What follows belongs to an exercise in optimizing a design on an open flow for small area, a short achievable clock period and few clock cycles per item; a production flow would make more cautious choices.
Only simulation tests tie the RTL to the original design; equivalence was not proved.
No activity file was given, so power comes from the tool's default toggle rates.

==> flow/design.v (excerpt) <==
module sph_harmonic_norm_const_core
#(
    parameter int DEGREE_BOUND = 2047
)
(
    input  logic               clk,
    input  logic               rst_n,
    input  logic               start,
    output logic               busy,
    input  logic [sphn_pkg::FIELD_W-1:0] degree,
    input  logic [sphn_pkg::FIELD_W-1:0] order,
    input  logic               cfg_we,
    input  logic [sphn_pkg::FIELD_W-1:0] cfg_wdata,
    output logic               done,
    output logic [63:0]        factor_bits,
    output logic               range_error
);
    logic [10:0] maxd_r;
    logic        busy_r;
    logic        done_r;
    logic        go_r;
    logic        run_r;
    logic        egt_r;
    logic        err_r;
    logic [10:0] m_r;
    logic [11:0] k_r;
    logic [11:0] k_inc;
    logic        ogt;
    logic        dgt;
    logic        d_act;
    logic        s_act;
    logic        m_act;
    logic        last_r;
    logic        sq2n_r;
    logic        accept;
    logic        err_go;
    logic        adv;
    logic        adv_r;
    logic        adv_nx;
    logic        d_done;
    logic        s_done;
    logic        m_done;
    logic [1:0]  dph;
    logic [21:0] dp;
    logic [23:0] dR;
    logic [53:0] dq;
    logic [5:0]  dx;
    logic        dmul;
    logic [24:0] db;
    logic [25:0] dsum;
    logic [21:0] dabove;
    logic [21:0] dsfx;
    logic [21:0] dmsb;
    logic [4:0]  de;
    logic        dpow2;
    logic [53:0] srad;
    logic [54:0] srem;
    logic [53:0] sT;
    logic [4:0]  sexp;
    logic [4:0]  s0h;
    logic [5:0]  s0pr;
    logic [57:0] strial;
    logic        sge;
    logic [52:0] sinc;
    logic        sovf;
    logic [52:0] sxi;
    logic [5:0]  sxr;
    logic [1:0]  mph;
    logic [5:0]  mcnt;
    logic [52:0] mb;
    logic        mcb;
    logic [4:0]  mexp;
    logic [52:0] ma;
    logic        mr1;
    logic        mr0;
    logic        mst;
    logic [12:0] mxb;
    logic [52:0] fm;
    logic [10:0] fE;
    logic        mbit;
    logic        mpp_r;
    logic        mfin;
    logic        mhi;
    logic [52:0] mmant;
    logic        mguard;
    logic        msticky;
    logic        mup;
    logic [52:0] mopa;
  ...
Size: ~4400 cells after synthesis.
make LEC_CHECK=0 ABC_AREA=1 CAP_MARGIN=20 CORE_MARGIN=2 CORE_UTILIZATION=50 CTS_BUF_LIST=sky130_fd_sc_hd__clkbuf_8 PLACE_DENSITY=0.75 SETUP_SLACK_MARGIN=5.0 SLEW_MARGIN=20 finish   # period 8.0 ns
run.sh (not shown) runs the stock make flow with config.mk's settings and CLKGATE_MAP_FILE= SYNTH_SCRIPT=/design/flow/synth_recipe.tcl, a recipe that flattens the netlist after the stock synthesis.
Testbench counts at the start, summed over its fixed seeds: cycles 602,796, requests 384.
Change:
--- a/flow/design.v
+++ b/flow/design.v
@@ -98,15 +98,14 @@
     logic [23:0] dR;
     logic [53:0] dq;
     logic [5:0]  dx;
     logic        dmul;
     logic [24:0] db;
     logic [25:0] dsum;
     logic [21:0] dabove;
-    logic [21:0] dsfx;
     logic [21:0] dmsb;
     logic [4:0]  de;
     logic        dpow2;
     logic [53:0] srad;
     logic [54:0] srem;
     logic [53:0] sT;
     logic [4:0]  sexp;
@@ -250,26 +249,19 @@
             m_act  <= 1'b1;
             last_r <= (m_r == '0) ? (k_r == 12'd1) : sq2n_r;
             sq2n_r <= (m_r != '0) && s_act && !d_act;
         end
     end
     always_comb
     begin
-        dsfx = dp;
-        for (int l = 0; l < 5; l++)
+        dabove[21] = 1'b0;
+        for (int i = 20; i >= 0; i--)
         begin
-            for (int r = 0; r < 22; r++)
-            begin
-                if ((r >> l) % 2 == 1)
-                begin
-                    dsfx[21 - r] = dsfx[21 - r] | dsfx[21 - (((r >> l) << l) - 1)];
-                end
-            end
+            dabove[i] = dabove[i+1] | dp[i+1];
         end
-        dabove = {1'b0, dsfx[21:1]};
         dmsb = dp & ~dabove;
         de   = '0;
         for (int i = 0; i < 22; i++)
         begin
             de = de | ({5{dmsb[i]}} & 5'(i));
         end
     end
After rerunning: Sequential power hardly moves. Final area is lower by 4.6%. Via count fell by 6.7%. Sequential cell count does not change. Wire length falls by 11%. Fmax fell by 6.4%. Total power fell by 2.6%. Worst setup slack got worse by 0.24 ns. First-iteration DRC count goes down by 23%. Core utilization came out lower by 0.56 points. Register-to-register slack gets worse by 0.24 ns. Synthesized area went down by 3.4%. Non-clock buffer count went down by 3.
Testbench counts after the change, summed over its fixed seeds: cycles 602,796, requests 384.

---

The RTL this note starts from:
==> flow/design.v <==
package sphn_pkg;
    localparam int FIELD_W = 11;
    localparam logic [52:0] SQRT2_SIG = 53'h16A09E667F3BCD;
    localparam logic [1:0] D_MUL  = 2'd0;
    localparam logic [1:0] D_INIT = 2'd1;
    localparam logic [1:0] D_DIV  = 2'd2;
    localparam logic [1:0] D_UPD  = 2'd3;
    localparam logic [1:0] M_IT   = 2'd0;
    localparam logic [1:0] M_EXT  = 2'd1;
    localparam logic [1:0] M_NRM  = 2'd2;
    localparam logic [1:0] M_FIN  = 2'd3;
endpackage
module sph_harmonic_norm_const_core
#(
    parameter int DEGREE_BOUND = 2047
)
(
    input  logic               clk,
    input  logic               rst_n,
    input  logic               start,
    output logic               busy,
    input  logic [sphn_pkg::FIELD_W-1:0] degree,
    input  logic [sphn_pkg::FIELD_W-1:0] order,
    input  logic               cfg_we,
    input  logic [sphn_pkg::FIELD_W-1:0] cfg_wdata,
    output logic               done,
    output logic [63:0]        factor_bits,
    output logic               range_error
);
    logic [10:0] maxd_r;
    logic        busy_r;
    logic        done_r;
    logic        go_r;
    logic        run_r;
    logic        egt_r;
    logic        err_r;
    logic [10:0] m_r;
    logic [11:0] k_r;
    logic        d_act;
    logic        s_act;
    logic        m_act;
    logic        last_r;
    logic        sq2n_r;
    logic        accept;
    logic        err_go;
    logic        adv;
    logic        adv_r;
    logic        adv_nx;
    logic        d_done;
    logic        s_done;
    logic        m_done;
    logic [1:0]  dph;
    logic [21:0] dp;
    logic [23:0] dR;
    logic [53:0] dq;
    logic [5:0]  dx;
    logic        dmul;
    logic [24:0] db;
    logic [25:0] dsum;
    logic [21:0] dabove;
    logic [21:0] dmsb;
    logic [4:0]  de;
    logic        dpow2;
    logic [53:0] srad;
    logic [54:0] srem;
    logic [53:0] sT;
    logic [4:0]  sexp;
    logic [4:0]  s0h;
    logic [5:0]  s0pr;
    logic [57:0] strial;
    logic        sge;
    logic [52:0] sinc;
    logic        sovf;
    logic [52:0] sxi;
    logic [5:0]  sxr;
    logic [1:0]  mph;
    logic [5:0]  mcnt;
    logic [52:0] mb;
    logic        mcb;
    logic [4:0]  mexp;
    logic [52:0] ma;
    logic        mr1;
    logic        mr0;
    logic        mst;
    logic [12:0] mxb;
    logic [52:0] fm;
    logic [10:0] fE;
    logic        mbit;
    logic        mpp_r;
    logic        mfin;
    logic        mhi;
    logic [52:0] mmant;
    logic        mguard;
    logic        msticky;
    logic        mup;
    logic [52:0] mopa;
    logic [52:0] mopb;
    logic [53:0] msum;
    logic [10:0] fB;
    logic        movf;
    logic        mcin;
    logic [12:0] minc;
    assign accept = start && !busy_r;
    assign err_go = egt_r;
    assign d_done = dq[53];
    assign s_done = sT[53];
    assign m_done = mph == sphn_pkg::M_FIN;
    logic adv_c;
    assign adv_c  = run_r && (!d_act || d_done) && (!s_act || s_done) && (!m_act || m_done);
    assign adv    = adv_r;
    assign adv_nx = run_r && !go_r && !adv_r
                    && (!d_act || ((dph == sphn_pkg::D_DIV) ? dq[52] : dq[53]))
                    && (!s_act || sT[53] || sT[52])
                    && (!m_act || mph == sphn_pkg::M_NRM || mph == sphn_pkg::M_FIN);
    always_ff @(posedge clk or negedge rst_n)
    begin
        if (!rst_n)
        begin
            maxd_r <= '0;
        end
        else if (cfg_we)
        begin
            maxd_r <= cfg_wdata;
        end
    end
    always_ff @(posedge clk or negedge rst_n)
    begin
        if (!rst_n)
        begin
            busy_r <= 1'b0;
            done_r <= 1'b0;
            go_r   <= 1'b0;
            run_r  <= 1'b0;
            adv_r  <= 1'b0;
        end
        else
        begin
            done_r <= 1'b0;
            adv_r  <= adv_nx;
            go_r   <= accept;
            if (accept)
            begin
                busy_r <= 1'b1;
                run_r  <= 1'b1;
            end
            else if (go_r && err_go)
            begin
                busy_r <= 1'b0;
                run_r  <= 1'b0;
                done_r <= 1'b1;
            end
            else if (adv && last_r)
            begin
                busy_r <= 1'b0;
                run_r  <= 1'b0;
                done_r <= 1'b1;
            end
        end
    end
    always_ff @(posedge clk)
    begin
        if (accept)
        begin
            m_r   <= order;
            egt_r <= (order > degree) || (degree > maxd_r) || (32'(degree) > DEGREE_BOUND);
        end
        if (go_r)
        begin
            err_r <= err_go;
        end
    end
    always_ff @(posedge clk)
    begin
        if (accept)
        begin
            k_r    <= 12'd1;
            d_act  <= order != '0;
            s_act  <= 1'b1;
            m_act  <= 1'b0;
            last_r <= 1'b0;
            sq2n_r <= 1'b0;
        end
        else if (adv)
        begin
            k_r    <= k_r + 12'd1;
            d_act  <= k_r < {1'b0, m_r};
            s_act  <= k_r <= {1'b0, m_r};
            m_act  <= 1'b1;
            last_r <= (m_r == '0) ? (k_r == 12'd1) : sq2n_r;
            sq2n_r <= (m_r != '0) && (k_r == {1'b0, m_r} + 12'd1);
        end
    end
    always_comb
    begin
        dabove[21] = 1'b0;
        for (int i = 20; i >= 0; i--)
        begin
            dabove[i] = dabove[i+1] | dp[i+1];
        end
        dmsb = dp & ~dabove;
        de   = '0;
        for (int i = 0; i < 22; i++)
        begin
            de = de | ({5{dmsb[i]}} & 5'(i));
        end
    end
    assign dpow2 = (dp & dabove) == '0;
    assign dmul = dph == sphn_pkg::D_MUL;
    assign db   = (!dmul || dq[11]) ? {{3{dmul}}, dp} : '0;
    assign dsum = {1'b0, dR, 1'b0} - {1'b0, db};
    always_ff @(posedge clk)
    begin
        if (accept)
        begin
            dph  <= sphn_pkg::D_MUL;
            dR   <= '0;
            dq   <= {41'b0, 1'b1, degree, 1'b1};
            dp   <= {10'h3ff, ~degree, 1'b1};
        end
        else if (adv)
        begin
            dp  <= dsum[21:0];
            dq  <= '0;
            dph <= sphn_pkg::D_INIT;
        end
        else
        begin
            unique case (dph)
                sphn_pkg::D_MUL:
                begin
                    dR   <= dsum[23:0];
                    dq   <= {dq[52:0], 1'b0};
                    if (dq[23])
                    begin
                        dp  <= dsum[23:2];
                        dph <= sphn_pkg::D_INIT;
                    end
                end
                sphn_pkg::D_INIT:
                begin
                    dR  <= dpow2 ? '0 : {2'b0, dmsb};
                    dq  <= {53'b0, dpow2};
                    dx  <= dpow2 ? 6'd0 - {1'b0, de} : ~{1'b0, de};
                    dph <= sphn_pkg::D_DIV;
                end
                sphn_pkg::D_DIV:
                begin
                    dR <= dsum[25] ? {dR[22:0], 1'b0} : dsum[23:0];
                    dq <= {dq[52:0], !dsum[25]};
                    if (dq[52])
                    begin
                        dR  <= {3'b0, dp[21:1]};
                        dp  <= {9'b0, k_r, 1'b0};
                        dph <= sphn_pkg::D_UPD;
                    end
                end
                default:
                begin
                end
            endcase
        end
    end
    assign strial = {1'b0, srem, srad[53:52]} - {2'b0, sT, 2'b01};
    assign sge    = !strial[57];
    always_comb
    begin
        s0pr  = '0;
        s0h   = '0;
        for (int i = 0; i < 6; i++)
        begin
            s0pr[i] = |({degree, 1'b1} >> (2 * i));
        end
        for (int i = 1; i < 6; i++)
        begin
            s0h = s0h + 5'(s0pr[i]);
        end
    end
    assign sinc = dq[53:1] + 53'(dq[0]);
    assign sovf = &dq;
    assign sxi  = {sinc[52] | sovf, sinc[51:0]};
    assign sxr  = dx + 6'(sovf);
    always_ff @(posedge clk)
    begin
        if (accept)
        begin
            srad <= {degree, 1'b1, 42'b0};
            srem <= '0;
            sT   <= '0;
            sexp <= s0h;
        end
        else if (adv)
        begin
            srad <= sxr[0] ? {sxi, 1'b0} : {1'b0, sxi};
            srem <= '0;
            sT   <= '0;
            sexp <= sxr[5:1];
        end
        else
        begin
            srad <= {srad[51:0], 2'b00};
            srem <= sge ? strial[54:0] : {srem[52:0], srad[53:52]};
            if (!sT[53])
            begin
                sT   <= {sT[52:0], sge};
            end
        end
    end
    assign fB   = (fE == '0) ? 11'd1 : fE;
    assign mbit = mb[1] ^ (mb[0] & mcb);
    assign mfin = mph == sphn_pkg::M_FIN;
    assign mhi     = ma[52];
    assign mmant   = mhi ? ma : {ma[51:0], mr1};
    assign mguard  = mhi ? mr1 : mr0;
    assign msticky = mhi ? (mr0 | mst) : mst;
    assign mup     = mr1 && (mst || ma[0]);
    assign mopa = ma;
    assign mopb = mpp_r ? fm : {52'b0, mfin && mup};
    assign msum = {1'b0, mopa} + {1'b0, mopb};
    assign movf = mup && (&ma);
    assign mcin = (mph == sphn_pkg::M_EXT) || (mph == sphn_pkg::M_NRM && mhi) || (mfin && movf);
    assign minc = mxb + 13'(mcin);
    always_ff @(posedge clk)
    begin
        if (accept)
        begin
            mph <= sphn_pkg::M_FIN;
        end
        else if (adv)
        begin
            mb   <= sq2n_r ? sphn_pkg::SQRT2_SIG : sT[53:1];
            mcb  <= !sq2n_r && sT[0];
            mpp_r <= sq2n_r ? sphn_pkg::SQRT2_SIG[0] : sT[1] ^ sT[0];
            mexp <= sq2n_r ? 5'd0 : sexp;
            ma   <= '0;
            mr1  <= 1'b0;
            mr0  <= 1'b0;
            mst  <= 1'b0;
            mcnt <= '0;
            mph  <= sphn_pkg::M_IT;
        end
        else if (mph == sphn_pkg::M_IT || mph == sphn_pkg::M_EXT)
        begin
            ma   <= msum[53:1];
            mr1  <= msum[0];
            mr0  <= mr1;
            mst  <= mst | mr0;
            mb   <= {1'b0, mb[52:1]};
            mcb  <= mb[0] & mcb;
            mpp_r <= (mph == sphn_pkg::M_IT) && (mcnt != 6'd52) && mbit;
            mcnt <= mcnt + 6'd1;
            if (mph == sphn_pkg::M_IT)
            begin
                if (mcnt == '0)
                begin
                    mxb <= 13'(fB) + {{8{mexp[4]}}, mexp};
                end
                if (mcnt == 6'd52)
                begin
                    mph <= mxb[12] || (mxb == '0) ? sphn_pkg::M_EXT : sphn_pkg::M_NRM;
                end
            end
            else
            begin
                mxb <= minc;
                if (!mxb[12])
                begin
                    mph <= sphn_pkg::M_NRM;
                end
            end
        end
        else if (mph == sphn_pkg::M_NRM)
        begin
            ma  <= mmant;
            mr1 <= mguard;
            mst <= msticky;
            mxb <= minc;
            mph <= sphn_pkg::M_FIN;
        end
    end
    always_ff @(posedge clk)
    begin
        if (go_r && err_go)
        begin
            fm <= '0;
            fE <= '0;
        end
        else if (adv)
        begin
            if (k_r == 12'd1)
            begin
                fm <= 53'h10000000000000;
                fE <= 11'd1023;
            end
            else if (mfin)
            begin
                fm <= {movf | msum[52], msum[51:0]};
                fE <= !(movf | msum[52]) ? 11'd0 : minc[10:0];
            end
        end
    end
    assign busy        = busy_r;
    assign done        = done_r;
    assign factor_bits = {1'b0, fE, fm[51:0]};
    assign range_error = err_r;
endmodule
clock: 8.0 ns
lec_check: 0
abc_area: 1
cap_margin: 20
core_margin: 2
core_utilization: 50
cts_buf_list: sky130_fd_sc_hd__clkbuf_8
place_density: 0.75
setup_slack_margin: 5.0
slew_margin: 20
Testbench counts at the start, summed over its fixed seeds: cycles 602,796, requests 384.
Then changed:
--- a/flow/design.v
+++ b/flow/design.v
@@ -55,20 +55,18 @@
     logic [53:0] dq;
     logic [5:0]  dx;
     logic        dmul;
     logic [24:0] db;
     logic [25:0] dsum;
-    logic [21:0] dabove;
     logic [21:0] dmsb;
     logic [4:0]  de;
     logic        dpow2;
     logic [53:0] srad;
     logic [54:0] srem;
     logic [53:0] sT;
     logic [4:0]  sexp;
     logic [4:0]  s0h;
-    logic [5:0]  s0pr;
     logic [57:0] strial;
     logic        sge;
     logic [52:0] sinc;
     logic        sovf;
     logic [52:0] sxi;
@@ -190,23 +188,22 @@
             sq2n_r <= (m_r != '0) && (k_r == {1'b0, m_r} + 12'd1);
         end
     end
     always_comb
     begin
-        dabove[21] = 1'b0;
-        for (int i = 20; i >= 0; i--)
-        begin
-            dabove[i] = dabove[i+1] | dp[i+1];
-        end
-        dmsb = dp & ~dabove;
+        dmsb = '0;
         de   = '0;
         for (int i = 0; i < 22; i++)
         begin
-            de = de | ({5{dmsb[i]}} & 5'(i));
+            if (dp[i])
+            begin
+                dmsb = 22'(1) << i;
+                de   = 5'(i);
+            end
         end
     end
-    assign dpow2 = (dp & dabove) == '0;
+    assign dpow2 = dmsb == dp;
     assign dmul = dph == sphn_pkg::D_MUL;
     assign db   = (!dmul || dq[11]) ? {{3{dmul}}, dp} : '0;
     assign dsum = {1'b0, dR, 1'b0} - {1'b0, db};
     always_ff @(posedge clk)
     begin
@@ -262,19 +259,17 @@
     end
     assign strial = {1'b0, srem, srad[53:52]} - {2'b0, sT, 2'b01};
     assign sge    = !strial[57];
     always_comb
     begin
-        s0pr  = '0;
-        s0h   = '0;
-        for (int i = 0; i < 6; i++)
+        s0h = '0;
+        for (int i = 0; i < 12; i++)
         begin
-            s0pr[i] = |({degree, 1'b1} >> (2 * i));
-        end
-        for (int i = 1; i < 6; i++)
-        begin
-            s0h = s0h + 5'(s0pr[i]);
+            if ({degree, 1'b1} >> i != 12'd0)
+            begin
+                s0h = 5'(i >> 1);
+            end
         end
     end
     assign sinc = dq[53:1] + 53'(dq[0]);
     assign sovf = &dq;
     assign sxi  = {sinc[52] | sovf, sinc[51:0]};
Result:
- design area is lower by a few percent
- global-route usage is lower by 1.4 points
- critical path depth is lower by 19
- flip-flop and latch count does not change
- sequential power is lower slightly
Testbench counts after the change, summed over its fixed seeds: cycles 602,796, requests 384.

[port drivers added, routing unchanged]
The flow's constraints put no driver on any port. The routed layouts listed below were extracted and timed again, unchanged, in two steps. Step 1 (the two cells are an assumption about what drives the block):
set clk [get_ports {clk}]
set_driving_cell -lib_cell sky130_fd_sc_hd__clkbuf_16 $clk
set_driving_cell -lib_cell sky130_fd_sc_hd__buf_2 [delete_from_list [all_inputs] $clk]
Step 2 moves the port delays by t, midway between the first and last clock arrival at a register: inputs arrive t later, outputs are due t later. That takes back most of the time a late clock gives input paths. Slacks: no drivers / after step 1 / after step 2; pairs: no drivers / after step 1.
run | t, ns | setup WS [ns] | hold slack, ns
the first run of note 1 | 0.792 | 4.502 / 4.502 / 4.102 | 0.451 / 0.451 / 0.451
the second run of note 1 | 0.773 | 4.261 / 4.261 / 3.721 | 0.444 / 0.444 / 0.444
the first run of note 2 | 0.784 | 4.221 / 4.221 / 3.700 | 0.439 / 0.439 / 0.439
the second run of note 2 | 0.781 | 4.969 / 4.903 / 4.423 | 0.426 / 0.426 / 0.426
After both steps setup and hold are still met in every run listed. For the second run of note 2, which loses most, drivers alone change the setup slack by -0.066 ns; drivers and shift together by -0.546 ns.
